This is an optimization exercise on Yosys and OpenROAD, whose aim is small area, not a production implementation.
Function was checked by simulation only, so behaviour that the tests miss may differ from the original.
Power and IR drop assume default switching activity.

`flow/design.v`:
```
package gpr_pkg;
  localparam int GPR_DATA_W = 32;
  localparam int REG_ZERO   = 0;
  localparam int REG_RA     = 31;
  function automatic int clog2(input int value);
    int r;
    r = 0;
    while ((1 << r) < value) r = r + 1;
    clog2 = r;
  endfunction
endpackage
module gpr_md_tracker
#(
  parameter int MAX_PEND = 3,
  parameter bit BYPASS   = 1'b1
) (
  input  logic clk,
  input  logic rst,
  input  logic md_start,
  input  logic md_done,
  input  logic mf_req,
  output logic md_busy,
  output logic stall,
  output logic err
);
  logic [1:0] g;       
  logic       inc, dec;
  logic       full, empty, one;
  logic       fwd_final;
  assign inc   = md_start && !md_done;
  assign dec   = md_done && !md_start;
  assign full  = (g == 2'b10);
  assign empty = (g == 2'b00);
  assign one   = (g == 2'b01);
  always_ff @(posedge clk or posedge rst) begin
    if (rst) begin
      g   <= 2'b00;
      err <= 1'b0;
    end else if (inc) begin
      if (full) err <= 1'b1;
      else      g   <= {g[0], !g[1]};
    end else if (dec) begin
      if (empty) err <= 1'b1;
      else       g   <= {g[1] && !g[0], g[1]};
    end
  end
  assign fwd_final = BYPASS && dec && one;
  assign md_busy   = !empty;
  assign stall     = mf_req && md_busy && !fwd_final;
endmodule
module gpr_file_mp
#(
  parameter int DATA_W   = gpr_pkg::GPR_DATA_W,
  parameter int NUM_REGS = 32,
  parameter int NUM_RD   = 2,
  parameter bit BYPASS   = 1'b1,
  parameter int MAX_PEND = 3,
  localparam int AW      = gpr_pkg::clog2(NUM_REGS)
) (
  input  logic                     clk,
  input  logic                     rst,
  input  logic                     we,
  input  logic [AW-1:0]            waddr,
  input  logic [DATA_W-1:0]        wdata,
  input  logic [NUM_RD*AW-1:0]     raddr,
  output logic [NUM_RD*DATA_W-1:0] rdata,
  input  logic                     lo_we,
  input  logic                     hi_we,
  input  logic [DATA_W-1:0]        lo_wdata,
  input  logic [DATA_W-1:0]        hi_wdata,
  input  logic                     md_start,
  input  logic                     md_done,
  input  logic                     mf_req,
  output logic [DATA_W-1:0]        lo,
  output logic [DATA_W-1:0]        hi,
  output logic                     md_busy,
  output logic                     stall,
  output logic                     err
);
  localparam int NT  = NUM_REGS - 1;   
  localparam int NG3 = NT / 3;         
  logic [DATA_W-1:0]   mem [1:NUM_REGS-1];
  logic [DATA_W-1:0]   d   [1:NUM_REGS-1];
  logic [NUM_REGS-1:1] vld;
  logic [NUM_REGS-1:1] vld_d;
  logic [NUM_REGS-1:1] wsel;
  logic [NUM_REGS-1:1] wkeep;
  logic [DATA_W-1:0]   lo_q, hi_q;
  logic [DATA_W-1:0]   lo_d, hi_d;
  logic                lo_v, hi_v;
  logic                byp_en;
  assign byp_en = BYPASS && !rst;
  for (genvar i = 1; i < NUM_REGS; i++) begin : g_reg
    assign wsel[i]  = byp_en && we && (waddr == AW'(i));
    assign wkeep[i] = !wsel[i];
    assign vld_d[i] = vld[i] || wsel[i];
    for (genvar b = 0; b < DATA_W; b++) begin : g_bit
      gpr_ao22 u_hold (.a0(wsel[i]), .b0(wdata[b]), .a1(wkeep[i]), .b1(mem[i][b]), .y(d[i][b]));
    end
    always_ff @(posedge clk) mem[i] <= d[i];
    always_ff @(posedge clk or posedge rst) begin
      if (rst) vld[i] <= 1'b0;
      else     vld[i] <= vld_d[i];
    end
  end
  for (genvar k = 0; k < NUM_RD; k++) begin : g_rd
    logic [AW-1:0]       ra;
    logic [NUM_REGS-1:1] sel;
    assign ra = raddr[k*AW +: AW];
    for (genvar i = 1; i < NUM_REGS; i++) begin : g_sel
      assign sel[i] = vld_d[i] && (ra == AW'(i));
    end
    for (genvar b = 0; b < DATA_W; b++) begin : g_bit
      logic [NG3:0] pn;
      logic [2:0]   q;
      for (genvar g = 0; g < NG3; g++) begin : g_grp
        gpr_aoi222 u_t (.a0(sel[3*g+1]), .b0(d[3*g+1][b]),
                        .a1(sel[3*g+2]), .b1(d[3*g+2][b]),
                        .a2(sel[3*g+3]), .b2(d[3*g+3][b]), .y(pn[g]));
      end
      gpr_nand2 u_t1 (.a({sel[NT], d[NT][b]}), .y(pn[NG3]));
      gpr_nand4 u_n0 (.a(pn[3:0]), .y(q[0]));
      gpr_nand4 u_n1 (.a(pn[7:4]), .y(q[1]));
      gpr_nand3 u_n2 (.a(pn[10:8]), .y(q[2]));
      gpr_or3   u_o  (.a(q), .y(rdata[k*DATA_W + b]));
    end
  end
  logic lo_w, lo_h, hi_w, hi_h;
  assign lo_w = byp_en && lo_we;
  assign lo_h = !lo_we && lo_v;
  assign hi_w = byp_en && hi_we;
  assign hi_h = !hi_we && hi_v;
  for (genvar b = 0; b < DATA_W; b++) begin : g_lohi
    gpr_ao22 u_lo (.a0(lo_w), .b0(lo_wdata[b]), .a1(lo_h), .b1(lo_q[b]), .y(lo_d[b]));
    gpr_ao22 u_hi (.a0(hi_w), .b0(hi_wdata[b]), .a1(hi_h), .b1(hi_q[b]), .y(hi_d[b]));
  end
  always_ff @(posedge clk) begin
    lo_q <= lo_d;
    hi_q <= hi_d;
  end
  always_ff @(posedge clk or posedge rst) begin
    if (rst) begin
      lo_v <= 1'b0;
      hi_v <= 1'b0;
    end else begin
      if (lo_we) lo_v <= 1'b1;
      if (hi_we) hi_v <= 1'b1;
    end
  end
  assign lo = lo_d;
  assign hi = hi_d;
  gpr_md_tracker #(
    .MAX_PEND (MAX_PEND),
    .BYPASS   (BYPASS)
  ) u_md_tracker (
    .clk      (clk),
    .rst      (rst),
    .md_start (md_start),
    .md_done  (md_done),
    .mf_req   (mf_req),
    .md_busy  (md_busy),
    .stall    (stall),
    .err      (err)
  );
endmodule
module gpr_ao22 (input logic a0, b0, a1, b1, output logic y);
  assign y = (a0 & b0) | (a1 & b1);
endmodule
module gpr_aoi222 (input logic a0, b0, a1, b1, a2, b2, output logic y);
  assign y = !((a0 & b0) | (a1 & b1) | (a2 & b2));
endmodule
module gpr_nand4 (input logic [3:0] a, output logic y);
  assign y = !(&a);
endmodule
module gpr_nand2 (input logic [1:0] a, output logic y);
  assign y = !(&a);
endmodule
module gpr_nand3 (input logic [2:0] a, output logic y);
  assign y = !(&a);
endmodule
module gpr_or3 (input logic [2:0] a, output logic y);
  assign y = |a;
endmodule
```
`flow/standard.sh`:
```
#!/bin/bash
# synth_recipe.tcl (not shown) runs the flow's synth.tcl, then flattens the netlist and writes it again
# the make line also repeats each setting of config.mk as NAME=value (left out here)
make -C /OpenROAD-flow-scripts/flow DESIGN_CONFIG=/design/flow/config.mk WORK_HOME=/design/flow/orfs CLKGATE_MAP_FILE= SYNTH_SCRIPT=/design/flow/synth_recipe.tcl "${@:-finish}"
```
`flow/constraint.sdc`:
```
create_clock -name core_clock -period 8.0 [get_ports {clk}]
set_input_delay 1.6000 -clock core_clock [delete_from_list [all_inputs] [get_ports {clk}]]
set_output_delay 1.6000 -clock core_clock [all_outputs]
set_load 0.01 [all_outputs]
```
`flow/config.mk`:
```
export PLATFORM = sky130hd
export DESIGN_NAME = gpr_file_mp
export DESIGN_NICKNAME = gpr_file_mp
export VERILOG_FILES = /design/flow/design.v
export SDC_FILE = /design/flow/constraint.sdc
export NUM_CORES = 4
export LEC_CHECK = 0
export CAP_MARGIN = 20
export CORE_MARGIN = 2
export CORE_UTILIZATION = 50
export SLEW_MARGIN = 20
export SYNTH_HIERARCHICAL = 1
export SYNTH_MINIMUM_KEEP_SIZE = 0
```
`flow/flow/run.sh`:
```
#!/bin/bash
# The standard layout (standard.sh, unchanged synthesis), with two changes:
#   - ports are buffered with sky130_fd_sc_hd__buf_1 instead of the default choice;
#   - CTS uses clkbuf_16 with sink clusters of at most 25 sinks / 100 um and no dummy loads.
# ORFS writes each step's full log under orfs/logs/; make's own output goes to standard.log.
set -uo pipefail
export BUFFER_PORTS_ARGS="-buffer_cell sky130_fd_sc_hd__buf_1"
export CTS_ARGS="-sink_clustering_enable -repair_clock_nets -dont_use_dummy_load -sink_clustering_size 25 -sink_clustering_max_diameter 100 -buf_list {sky130_fd_sc_hd__clkbuf_16}"
bash standard.sh > standard.log 2>&1
```
==> impl_metrics.py, run 1 <==
metrics = {
    "run_status": {
        "outcome": "timing/DRC/antenna clean",
    },
    "setup_path": {
        "r2r-end": "lo_q[27]",
        "required_ns": 6.40,
        "reg2reg_slack_ns": 6.65,
        "worstSetupPathType": "input pin to output port",
        "cp-end-kind": "output port",
        "worstPathMaxFanout": 32,
        "worstPathArrival_ns": 5.48,
        "timing.rr.start": "lo_v",
        "r2r_cells": 2,
        "crit_path_start_kind": "input pin",
    },
    "routing": {
        "finalWirelength_microns": 199000,
        "wire_per_inst_microns": 40.3,
        "firstDrtPassIters": 12,
        "drt_iter0_markers": 9174,
        "vias": 41500,
        "vias_per_cell": 8.38,
        "drcViolationCount": 0,
        "ant_nets": 0,
    },
    "floorplanning": {
        "die_area_sq_um": 84500,
        "ios": 250,
        "core_area_sq_um": 81700,
        "initial_core_util_pct": 50.3,
        "rows": 105,
        "die_x_microns": 291,
        "fp.dieH_microns": 291,
    },
    "cts": {
        "cts-root-buf": "clkbuf_16",
        "cts_tree": "yes",
        "cts_max_level": 2,
        "clock_latency_ns": 0.66,
        "cts_hold_buf": 0,
        "post_cts_buffers": 0,
        "clk_pin_slew_worst_paths_ns": 0.08,
        "cts_resized": 0,
        "clock_sinks": 1092,
        "cts_buffers": 50,
        "cts_buffer_depth": 3,
    },
    "timing": {
        "max_freq_ghz": 0.141,
        "hold_viol": 0,
        "setup_violations": 0,
        "min_period_over_period_pct": 88.5,
        "worst_pin_slew_ns": 1.18,
        "slew_headroom_pct": 21.5,
        "rsz0062_at_grt": "false",
        "timing.final.ws_setup_ns": 0.923,
        "min_period_ns": 7.08,
        "holdWs_ns": 0.469,
        "fin_skew_ns": 0.00852,
        "tns_ns": 0,
        "drv_slew": 0,
    },
    "min_path": {
        "worstHoldPathCells": 1,
        "hold_end": "u_md_tracker.err",
        "hp-class": "flop to flop",
        "worstHoldStart": "u_md_tracker.err",
    },
    "finish": {
        "nNetsFinal": 4001,
        "drive_gt1_share_pct": 9.05,
        "fillers": 6909,
        "final_cell_mix": "a22o_1 (1057), dfxtp_1 (1056), a222oi_1 (640), buf_1 (247), buf_4 (186)",
        "area_growth_pct": 13.3,
        "top_regs": "mem: 992 flops, hi_q: 32 flops, lo_q: 32 flops",
        "final_area_sq_um": 46500,
        "final_common_cell": "a22o_1",
        "regMostFlops": "mem",
        "largest_reg_flops": 992,
    },
    "power_and_ir_drop": {
        "vdd_drop_max_v": 0.000174,
        "p_leak_uw": 0.0181,
        "p_per_area_nw_per_um2": 235,
        "p_total_uw": 10900,
        "combPwrFrac_pct": 15.2,
        "sw_frac_of_total_pct": 27.4,
        "p_int_uw": 7930,
        "power_frac_clock_pct": 26.4,
        "switching_power_uw": 2990,
        "p_seq_share_pct": 58.5,
    },
    "synth": {
        "synth.distinct_cells": 39,
        "syn-cell-area_sq_um": 41100,
        "synth.avg_cell_area_sq_um": 12.1,
        "ys.warnings.count": 11,
        "synth_nets": 3528,
        "synth-seq-cells": 1092,
        "synth_cells": 3406,
        "ys_seq_area_share_pct": 53.7,
    },
    "placed_design": {
        "globalplace.congestion": 0.944,
        "dp_slack_ns": 1.10,
        "dp_hpwl_microns": 118000,
        "placed_area_sq_um": 45300,
        "port_buffers": 249,
    },
    "global_routing": {
        "antenna_found_initial": 7,
        "grt_max_degree": 34,
        "grt_pass1_vias": 40100,
        "grt_pass1_wl_microns": 281000,
        "grtUsageTotal_pct": 44.6,
        "gr-total-overflow": 0,
    },
    "job": {
        "cap_violations": 0,
    },
}
## routing by layer
metal / wire length (microns) / global-route usage, % / share of wire, % / up-vias
met1: 73400 / 59.6 / 37 / 20200
li1: - / - / - / 16400
met2: 80200 / 62.4 / 40 / 4074
met5: 45 / 0.454 / 0.023 / -
met4: 14100 / 26.8 / 7.1 / 6
met3: 31800 / 14.6 / 16 / 816
## through the flow
step	std cells	util, %
after floorplan	3406	-
after global placement	4897	55.4
after detailed placement	4897	55.4
after CTS	4947	56.9
after global routing	4947	56.9
final	4953	57.0
## logic make-up after synthesis
logic type                 count (synthesis)  synth area share [%]
AOI/OAI and AO/OA                       1734                  38.7
xor gates and xnor gates                   1                0.0213
adders and majority gates                  3                0.0914
buffers and inverters                     71                 0.749
DFF                                     1092                  53.7
and+or+nand+nor                          505                  6.73
## how the worst max path moves through the flow
stage,start,end,slack [ns],depth (start not counted)
floorplan,waddr[2],rdata[0],1.16,7
finish,waddr[1],rdata[18],0.92,11
CTS,waddr[4],rdata[25],1.12,10
global placement,waddr[4],rdata[5],1.15,10
detailed placement,waddr[4],rdata[37],1.10,10
global route,waddr[1],rdata[18],0.80,11
## worst max-delay path, stage by stage
cell      delay, ns
buf_1          0.54
nor3b_2        0.11
buf_4          0.23
nand2_1        0.50
inv_1          0.08
buf_4          0.34
a22o_1         0.34
a222oi_1       0.32
nand4_1        0.61
or3_1          0.62
buf_1          0.16
## Yosys cell counts
cell type,n,area [sq um]
nor4b_4,1,23.8
dfrtp_1,36,901
a21oi_1,6,30.0
nand2b_1,12,75.1
nor2b_1,13,81.3
a222oi_1,640,6410
buf_2,9,45.0
dfxtp_1,1056,21100
a31oi_1,24,150
xnor2_1,1,8.76
or2_2,7,43.8
buf_6,2,22.5
or3_1,66,413
nor3b_2,1,12.5
o21bai_1,2,15.0
nand3_1,75,375
a22o_1,1057,9260
nor2_2,2,12.5
a31oi_4,1,21.3
and3b_1,2,17.5
inv_1,50,188
nor3_1,52,260
nor4_1,12,75.1
nor4b_2,2,30.0
nor2_1,21,78.8
clkbuf_1,4,15.0
o21ai_1,1,5.00
buf_1,2,7.51
nand4_1,128,801
a21o_1,1,7.51
nor4_2,2,25.0
o311a_1,1,10.0
buf_4,4,30.0
nand3b_1,5,37.5
and2_1,3,18.8
nand2_1,99,372
o21a_1,1,7.51
ha_1,3,37.5
or2_1,2,12.5
## layout make-up
cell class / count / area [sq um] / area share (%)
Antenna cell: 6 / 15.0 / 0.0323
Clock buffer: 50 / 1250 / 2.69
Inverter: 50 / 188 / 0.403
Multi-Input combinational cell: 2243 / 19200 / 41.3
Sequential cell: 1092 / 22000 / 47.4
Tap cell: 1070 / 1340 / 2.88
Timing Repair Buffer: 442 / 2470 / 5.31
## modules after synthesis, one instance, submodules excluded, a selection
module / area, sq um / cells / flip-flops and latches / times used
gpr_ao22: 8.76 / 1 / 0 / 1056
gpr_aoi222: 10.0 / 1 / 0 / 640
gpr_file_mp: 23400 / 1366 / 1089 / 1
gpr_nand2: 3.75 / 1 / 0 / 64
gpr_nand3: 5.00 / 1 / 0 / 64
gpr_nand4: 6.26 / 1 / 0 / 128
gpr_or3: 6.26 / 1 / 0 / 64
## power groups by stage
stage | Combinational [uW] | Sequential (uW) | Clock (uW)
after global routing | 1740 | 6450 | 3060
after detailed placement | 1580 | 6500 | 0
after CTS | 1600 | 6380 | 2880
after floorplan | 1050 | 6440 | 0
after global placement | 1500 | 6480 | 0
final | 1660 | 6380 | 2880
==> run 2: changes to the inputs <==
--- a/flow/config.mk
+++ b/flow/config.mk
@@ -10,2 +10,3 @@
 export CORE_UTILIZATION = 50
+export PLACE_DENSITY = 0.75
 export SLEW_MARGIN = 20
==> run 2 against run 1 <==
Highest routed layer unchanged. Routed wire length down 4.5%. Synthesized area unchanged. Utilization down 0.20 points. Critical endpoint is now rdata[42]. Combinational power about the same. Via count down 0.10%.
==> impl_metrics.py, run 2 <==
metrics = {
    "power_and_ir_drop": {
        "power_frac_clock_pct": 26.1,
        "vdd_drop_max_v": 0.000181,
        "switching_power_uw": 2950,
        "combPwrFrac_pct": 15.1,
        "p_leak_uw": 0.0180,
        "p_per_area_nw_per_um2": 234,
        "p_seq_share_pct": 58.7,
        "sw_frac_of_total_pct": 27.1,
        "p_int_uw": 7910,
    },
    "setup_path": {
        "startpoint": "waddr[0]",
        "worstPathArrival_ns": 5.86,
        "cp-end-kind": "output port",
        "max_stage_delay_ns": 0.96,
        "crit_chain": "buf_1 -> nor2b_1 -> nand3_2 -> buf_4 -> a22o_1 -> a222oi_1 -> nand4_1 -> or3_1 -> buf_1",
        "cp_num_cells": 9,
        "reg2reg_slack_ns": 6.75,
        "worstSetupPathType": "input pin to output port",
        "cp_common_cell": "buf_1",
        "required_ns": 6.40,
        "critical_path.slowest_cell": "nor2b_1",
        "crit_family": "simple AND/OR/NAND/NOR gates",
        "worstPathMaxFanout": 23,
        "critPathBufInv": 3,
        "timing.rr.start": "lo_v",
        "r2r-end": "lo_q[31]",
        "r2r_cells": 3,
        "crit_path_start_kind": "input pin",
    },
    "synth": {
        "ys_seq_area_share_pct": 53.7,
        "synth_common_cells": "a22o_1 (1057), dfxtp_1 (1056), a222oi_1 (640)",
        "synth-seq-cells": 1092,
        "synth_nets": 3528,
        "syn-cell-area_sq_um": 41100,
        "yosysMostFrequentCell": "a22o_1",
        "async_flop_share_pct": 3.30,
        "synth_area_leader_cell": "dfxtp_1",
        "synth.avg_cell_area_sq_um": 12.1,
        "synth-edff-count": 0,
        "synth_top_area_share_pct": 51.5,
        "ys.flop_type": "dfxtp_1",
        "synth_top_cells_by_area": "dfxtp_1 (51%), a22o_1 (23%), a222oi_1 (16%)",
        "synth_cells": 3406,
        "synth.distinct_cells": 39,
        "ys.warnings.count": 11,
    },
    "finish": {
        "regMostFlops": "mem",
        "finalNonFillerCells": 4927,
        "final_common_cell": "a22o_1",
        "largest_reg_flops": 992,
        "area_growth_pct": 12.9,
        "top_regs": "mem: 992 flops, hi_q: 32 flops, lo_q: 32 flops",
        "nNetsFinal": 3977,
        "final_cell_mix": "a22o_1 (1057), dfxtp_1 (1056), a222oi_1 (640), buf_1 (236), buf_4 (162)",
        "drive_gt1_share_pct": 8.80,
    },
    "global_routing": {
        "grt_pass1_vias": 38900,
        "grt_max_degree": 34,
        "antenna_found_initial": 9,
        "gr-total-overflow": 0,
        "grtUsageTotal_pct": 42.7,
        "grt_pass1_wl_microns": 272000,
    },
    "floorplanning": {
        "core_area_sq_um": 81700,
        "rows": 105,
        "fp.dieH_microns": 291,
        "ios": 250,
        "die_x_microns": 291,
        "die_area_sq_um": 84500,
        "initial_core_util_pct": 50.3,
    },
    "min_path": {
        "hold_end": "hi_v",
        "worstHoldStart": "hi_v",
        "worstHoldPathCells": 1,
        "hp-class": "flop to flop",
    },
    "routing": {
        "vias": 41400,
        "vias_per_cell": 8.41,
        "drt_iter0_markers": 10500,
        "firstDrtPassIters": 14,
        "wire_per_inst_microns": 38.7,
        "drcViolationCount": 0,
        "finalWirelength_microns": 191000,
        "ant_nets": 0,
    },
    "placed_design": {
        "port_buffers": 249,
        "dp_slack_ns": 0.831,
        "globalplace.congestion": 0.984,
        "dp.cells": 4872,
        "dp_hpwl_microns": 108000,
    },
    "cts": {
        "clock_latency_ns": 0.63,
        "cts_resized": 0,
        "cts-root-buf": "clkbuf_16",
        "cts_tree": "yes",
        "cts_hold_buf": 0,
        "clk_pin_slew_worst_paths_ns": 0.10,
        "clock_sinks": 1092,
        "post_cts_buffers": 0,
        "cts_buffers": 49,
        "cts_max_level": 2,
        "cts_buffer_depth": 3,
    },
    "timing": {
        "min_period_ns": 7.46,
        "slew_headroom_pct": 13.9,
        "fin_skew_ns": 0.00710,
        "rsz0062_at_grt": "false",
        "min_period_over_period_pct": 93.3,
        "max_freq_ghz": 0.134,
        "setup_violations": 0,
        "drv_slew": 0,
        "tns_ns": 0,
        "worst_pin_slew_ns": 1.28,
        "hold_viol": 0,
        "timing.final.ws_setup_ns": 0.539,
    },
    "run_status": {
        "outcome": "timing/DRC/antenna clean",
    },
    "job": {
        "cap_violations": 0,
    },
}
## run 2: cell count changes in the layout (fill, tap and decap cells not counted), sizes merged
cell / delta
clkbuf: +10
diode: -2
buf: -34
## run 2: cells by family after synthesis
kind of cell | synth area share [%]
xor gates and xnor gates | 0.0213
adders and majority gates | 0.0914
and+or+nand+nor | 6.73
buffers and inverters | 0.749
DFF | 53.7
AOI/OAI and AO/OA | 38.7
## run 2: per-module statistics from Yosys (local to each module, per instance), excerpt
| module | cells inside | flip-flops and latches | cell area, sq um |
|---|---|---|---|
| gpr_file_mp | 1366 | 1089 | 23400 |
| gpr_aoi222 | 1 | 0 | 10.0 |
| gpr_ao22 | 1 | 0 | 8.76 |
| gpr_nand4 | 1 | 0 | 6.26 |
| gpr_or3 | 1 | 0 | 6.26 |
| gpr_nand3 | 1 | 0 | 5.00 |
| gpr_nand2 | 1 | 0 | 3.75 |
## run 2: layout make-up
type,instances,area [sq um]
sequential,1092,22000
multi-input combinational,2243,19200
tap,1070,1340
inverter,50,188
fill,6815,35300
timing repair buffer,419,2350
antenna,4,10.0
clock buffer,49,1230
## run 2: metal layers
metal,vias to the layer above,track usage (%),part of all wire (%)
met5,-,0,0.034
met4,10,27.5,8.3
met3,1033,19.7,19
met2,4509,56.3,38
met1,19500,55.6,35
li1,16400,-,-
## run 2: worst max-delay path by stage
stage                      to  slack (ns)
floorplan            rdata[0]        1.16
detailed placement  rdata[10]        0.83
CTS                 rdata[39]        0.80
global route         rdata[7]        0.48
finish              rdata[42]        0.54
global placement    rdata[42]        0.96
## run 2: stage by stage
| step | hold slack [ns] | instance area, sq um | util, % | power (uW) |
|---|---|---|---|---|
| 2_1_floorplan | 0.425 | 41100 | - | 7490 |
| 3_3_place_gp | 0.445 | 45100 | 55.1 | 7980 |
| 3_5_place_dp | 0.447 | 45100 | 55.2 | 8040 |
| 4_1_cts | 0.468 | 46300 | 56.7 | 10700 |
| 5_1_grt | 0.485 | 46400 | 56.8 | 11200 |
| 6_report | 0.468 | 46400 | 56.8 | 10900 |
## run 2: power groups by stage
stage	logic (uW)	registers, uW	clock network [uW]
3_5_place_dp	1550	6490	0
4_1_cts	1570	6370	2810
6_report	1640	6380	2840
3_3_place_gp	1510	6470	0
5_1_grt	1720	6440	3000
2_1_floorplan	1050	6440	0
==> run 3: changes to the inputs <==
==> flow/flow/run.sh (replaced) <==
#!/bin/bash
# The standard layout (standard.sh, unchanged synthesis), with two changes:
#   - ports are buffered with sky130_fd_sc_hd__buf_1 instead of the default choice;
#   - CTS uses clkbuf_16 with sink clusters of at most 20 sinks / 100 um and no dummy loads.
# ORFS writes each step's full log under orfs/logs/; make's own output goes to standard.log.
set -uo pipefail
export BUFFER_PORTS_ARGS="-buffer_cell sky130_fd_sc_hd__buf_1"
export CTS_ARGS="-sink_clustering_enable -repair_clock_nets -dont_use_dummy_load -sink_clustering_size 20 -sink_clustering_max_diameter 100 -buf_list {sky130_fd_sc_hd__clkbuf_16}"
bash standard.sh > standard.log 2>&1
--- a/flow/config.mk
+++ b/flow/config.mk
@@ -10,3 +10,2 @@
 export CORE_UTILIZATION = 50
-export PLACE_DENSITY = 0.75
 export SLEW_MARGIN = 20
==> run 3 against run 2 <==
Still clean on timing, DRC and antenna. Worst setup slack improved by 0.32 ns. Routed wire length increased by 5.1%. Non-clock buffer count increased by 23. Die area unchanged. Design area increased by 0.87%. Clock power increased by 11%. Critical path type unchanged. Critical endpoint is now rdata[18]. Largest cell class unchanged. Highest routed layer unchanged.
==> impl_metrics.py, run 3 <==
metrics = {
    "routing": {
        "highest_layer": "met5",
        "ant_nets": 0,
        "vias": 41700,
        "vias_per_cell": 8.41,
        "dr_wl_met3_microns": 32200,
        "routedLengthMet1_microns": 73500,
        "wire_per_inst_microns": 40.4,
        "drt_iter0_markers": 9116,
        "drcViolationCount": 0,
        "route.met2.wl_microns": 80100,
        "firstDrtPassIters": 15,
        "finalWirelength_microns": 200000,
    },
    "cts": {
        "cts_resized": 0,
        "post_cts_buffers": 0,
        "cts_tree": "yes",
        "clock_sinks": 1092,
        "clock_latency_ns": 0.68,
        "cts_hold_buf": 0,
        "cts_buffer_depth": 3,
        "cts_buffers": 60,
        "cts_max_level": 2,
        "cts-root-buf": "clkbuf_16",
        "clk_pin_slew_worst_paths_ns": 0.08,
    },
    "min_path": {
        "worstHoldPathCells": 1,
        "hp-class": "flop to flop",
    },
    "placed_design": {
        "dp.cells": 4897,
        "dp_hpwl_microns": 118000,
        "port_buffers": 249,
        "globalplace.congestion": 0.944,
    },
    "finish": {
        "finalNonFillerCells": 4961,
        "regMostFlops": "mem",
        "final_common_cell": "a22o_1",
        "fillers": 6873,
        "largest_reg_flops": 992,
        "area_growth_pct": 13.9,
        "final_cell_mix": "a22o_1 (1057), dfxtp_1 (1056), a222oi_1 (640), buf_1 (247), buf_4 (186)",
        "top_regs": "mem: 992 flops, hi_q: 32 flops, lo_q: 32 flops",
        "nNetsFinal": 4011,
        "drive_gt1_share_pct": 9.29,
    },
    "global_routing": {
        "grt_max_degree": 34,
        "grtUsageTotal_pct": 44.7,
        "antenna_found_initial": 12,
        "grt_pass1_vias": 40200,
        "gr-total-overflow": 0,
        "grt_pass1_wl_microns": 282000,
    },
    "synth": {
        "synth_area_leader_cell": "dfxtp_1",
        "synth_nets": 3528,
        "synth.avg_cell_area_sq_um": 12.1,
        "synth_common_cells": "a22o_1 (1057), dfxtp_1 (1056), a222oi_1 (640)",
        "syn-cell-area_sq_um": 41100,
        "ys_seq_area_share_pct": 53.7,
        "async_flop_share_pct": 3.30,
        "synth_cells": 3406,
        "ys.flop_type": "dfxtp_1",
        "synth.distinct_cells": 39,
        "synth_top_cells_by_area": "dfxtp_1 (51%), a22o_1 (23%), a222oi_1 (16%)",
        "ys.warnings.count": 11,
        "synth_top_area_share_pct": 51.5,
        "yosysMostFrequentCell": "a22o_1",
        "synth-seq-cells": 1092,
        "synth-edff-count": 0,
    },
    "power_and_ir_drop": {
        "p_per_area_nw_per_um2": 239,
        "p_leak_uw": 0.0182,
        "vdd_drop_max_v": 0.000176,
    },
    "floorplanning": {
        "ios": 250,
        "core_area_sq_um": 81700,
        "rows": 105,
        "fp.dieH_microns": 291,
        "die_x_microns": 291,
        "initial_core_util_pct": 50.3,
        "die_area_sq_um": 84500,
    },
    "setup_path": {
        "required_ns": 6.40,
        "cp-end-kind": "output port",
        "worstPathMaxFanout": 32,
        "crit_path_start_kind": "input pin",
        "worstPathArrival_ns": 5.54,
        "worstSetupPathType": "input pin to output port",
        "r2r_cells": 2,
    },
    "timing": {
        "hold_viol": 0,
        "setup_violations": 0,
        "fin_skew_ns": 0.0103,
        "min_period_ns": 7.14,
        "min_period_over_period_pct": 89.2,
        "slew_headroom_pct": 20.3,
        "worst_pin_slew_ns": 1.19,
        "max_freq_ghz": 0.140,
        "tns_ns": 0,
        "rsz0062_at_grt": "false",
        "drv_slew": 0,
    },
    "job": {
        "cap_violations": 0,
    },
    "run_status": {
        "outcome": "timing/DRC/antenna clean",
    },
}
## run 3: stage by stage
step	instance area (sq um)	setup slack [ns]	hold slack [ns]	utilization (%)	total power, uW
global placement	45300	1.15	0.446	55.4	7990
CTS	46800	1.12	0.470	57.2	11100
detailed placement	45300	1.10	0.453	55.4	8080
finish	46800	0.862	0.470	57.3	11200
floorplan	41100	1.16	0.425	-	7490
global route	46800	0.801	0.485	57.3	11500
## run 3: cell families (layout without fill, tap and decap cells)
group / Yosys count / count (layout) / synth area share (%)
compound gates: 1734 / 1734 / 38.7
xor+xnor: 1 / 1 / 0.0213
fa+ha+maj: 3 / 3 / 0.0914
buf+inv: 71 / 552 / 0.749
flops: 1092 / 1092 / 53.7
other cells: 0 / 4 / 0
simple gates: 505 / 505 / 6.73
## run 3: final cells by class
| type | count | area, sq um | share of cell area (%) |
|---|---|---|---|
| Multi-Input combinational cell | 2243 | 19200 | 41.1 |
| Sequential cell | 1092 | 22000 | 47.1 |
| Inverter | 50 | 188 | 0.401 |
| Timing Repair Buffer | 442 | 2470 | 5.29 |
| Clock buffer | 60 | 1500 | 3.21 |
| Tap cell | 1070 | 1340 | 2.86 |
| Antenna cell | 4 | 10.0 | 0.0214 |
## run 3: final timing paths
kind,startpoint,to,slack (ns)
worst min-delay path,hi_q[0],hi_q[0],0.47
max in group asynchronous,rst,vld[15],5.66
worst max register to register,lo_v,lo_q[27],6.65
worst min register to register,hi_q[0],hi_q[0],0.47
min in group asynchronous,rst,u_md_tracker.err,1.24
worst max-delay path,waddr[1],rdata[18],0.86
## run 3: per-module statistics from Yosys, one instance, submodules excluded, a selection
module | copies in the design | flip-flops and latches
gpr_or3 | 64 | 0
gpr_file_mp | 1 | 1089
gpr_aoi222 | 640 | 0
gpr_nand2 | 64 | 0
gpr_nand4 | 128 | 0
gpr_nand3 | 64 | 0
gpr_ao22 | 1056 | 0
## run 3: where the power goes
part | leakage, uW | switching (uW) | internal (uW)
Clock | 0.000739 | 1830 | 1330
Sequential | 0.00915 | 210 | 6170
Combinational | 0.00835 | 1020 | 638
## run 3: worst max-delay path: stages
cell and delay (ns):
buf_1 0.54, nor3b_2 0.11, buf_4 0.23, nand2_1 0.53
inv_1 0.09, buf_4 0.33, a22o_1 0.34, a222oi_1 0.30
nand4_1 0.62, or3_1 0.63, buf_1 0.16
## run 3: routing by layer
layer / vias up / global-route usage [%]
met2: 4119 / 63.0
li1: 16500 / -
met1: 20300 / 59.8
met5: - / 0
met3: 824 / 14.5
met4: 8 / 26.2

afterwards: timing with drivers on the ports:
The results above use ideal ports. As a check the final layouts listed here were re-extracted and re-timed, cells and wires unchanged. Step 1 (the two cells are an assumption about what drives the block):
set clk [get_ports {clk}]
set_driving_cell -lib_cell sky130_fd_sc_hd__clkbuf_16 $clk
set_driving_cell -lib_cell sky130_fd_sc_hd__buf_2 [delete_from_list [all_inputs] $clk]
Step 2 also shifts input and output timing later by t, the mid clock arrival at the registers, as if the neighbouring blocks saw the same clock. Three values: ideal, step 1, step 2; two values: the first two.
run	t (ns)	setup slack, ns	worst register clock-pin slew, ns	cell pins on the clock port's net
run 1	0.701	0.923 / 0.894 / 0.894	0.11 / 0.11	1
run 2	0.713	0.539 / 0.502 / 0.502	0.11 / 0.11	1
run 3	0.738	0.862 / 0.838 / 0.838	0.09 / 0.09	1
After both steps setup and hold are still met in every run listed. The setup slack of run 2, which loses most, moves by -0.037 ns with the drivers and by -0.037 ns with both steps.
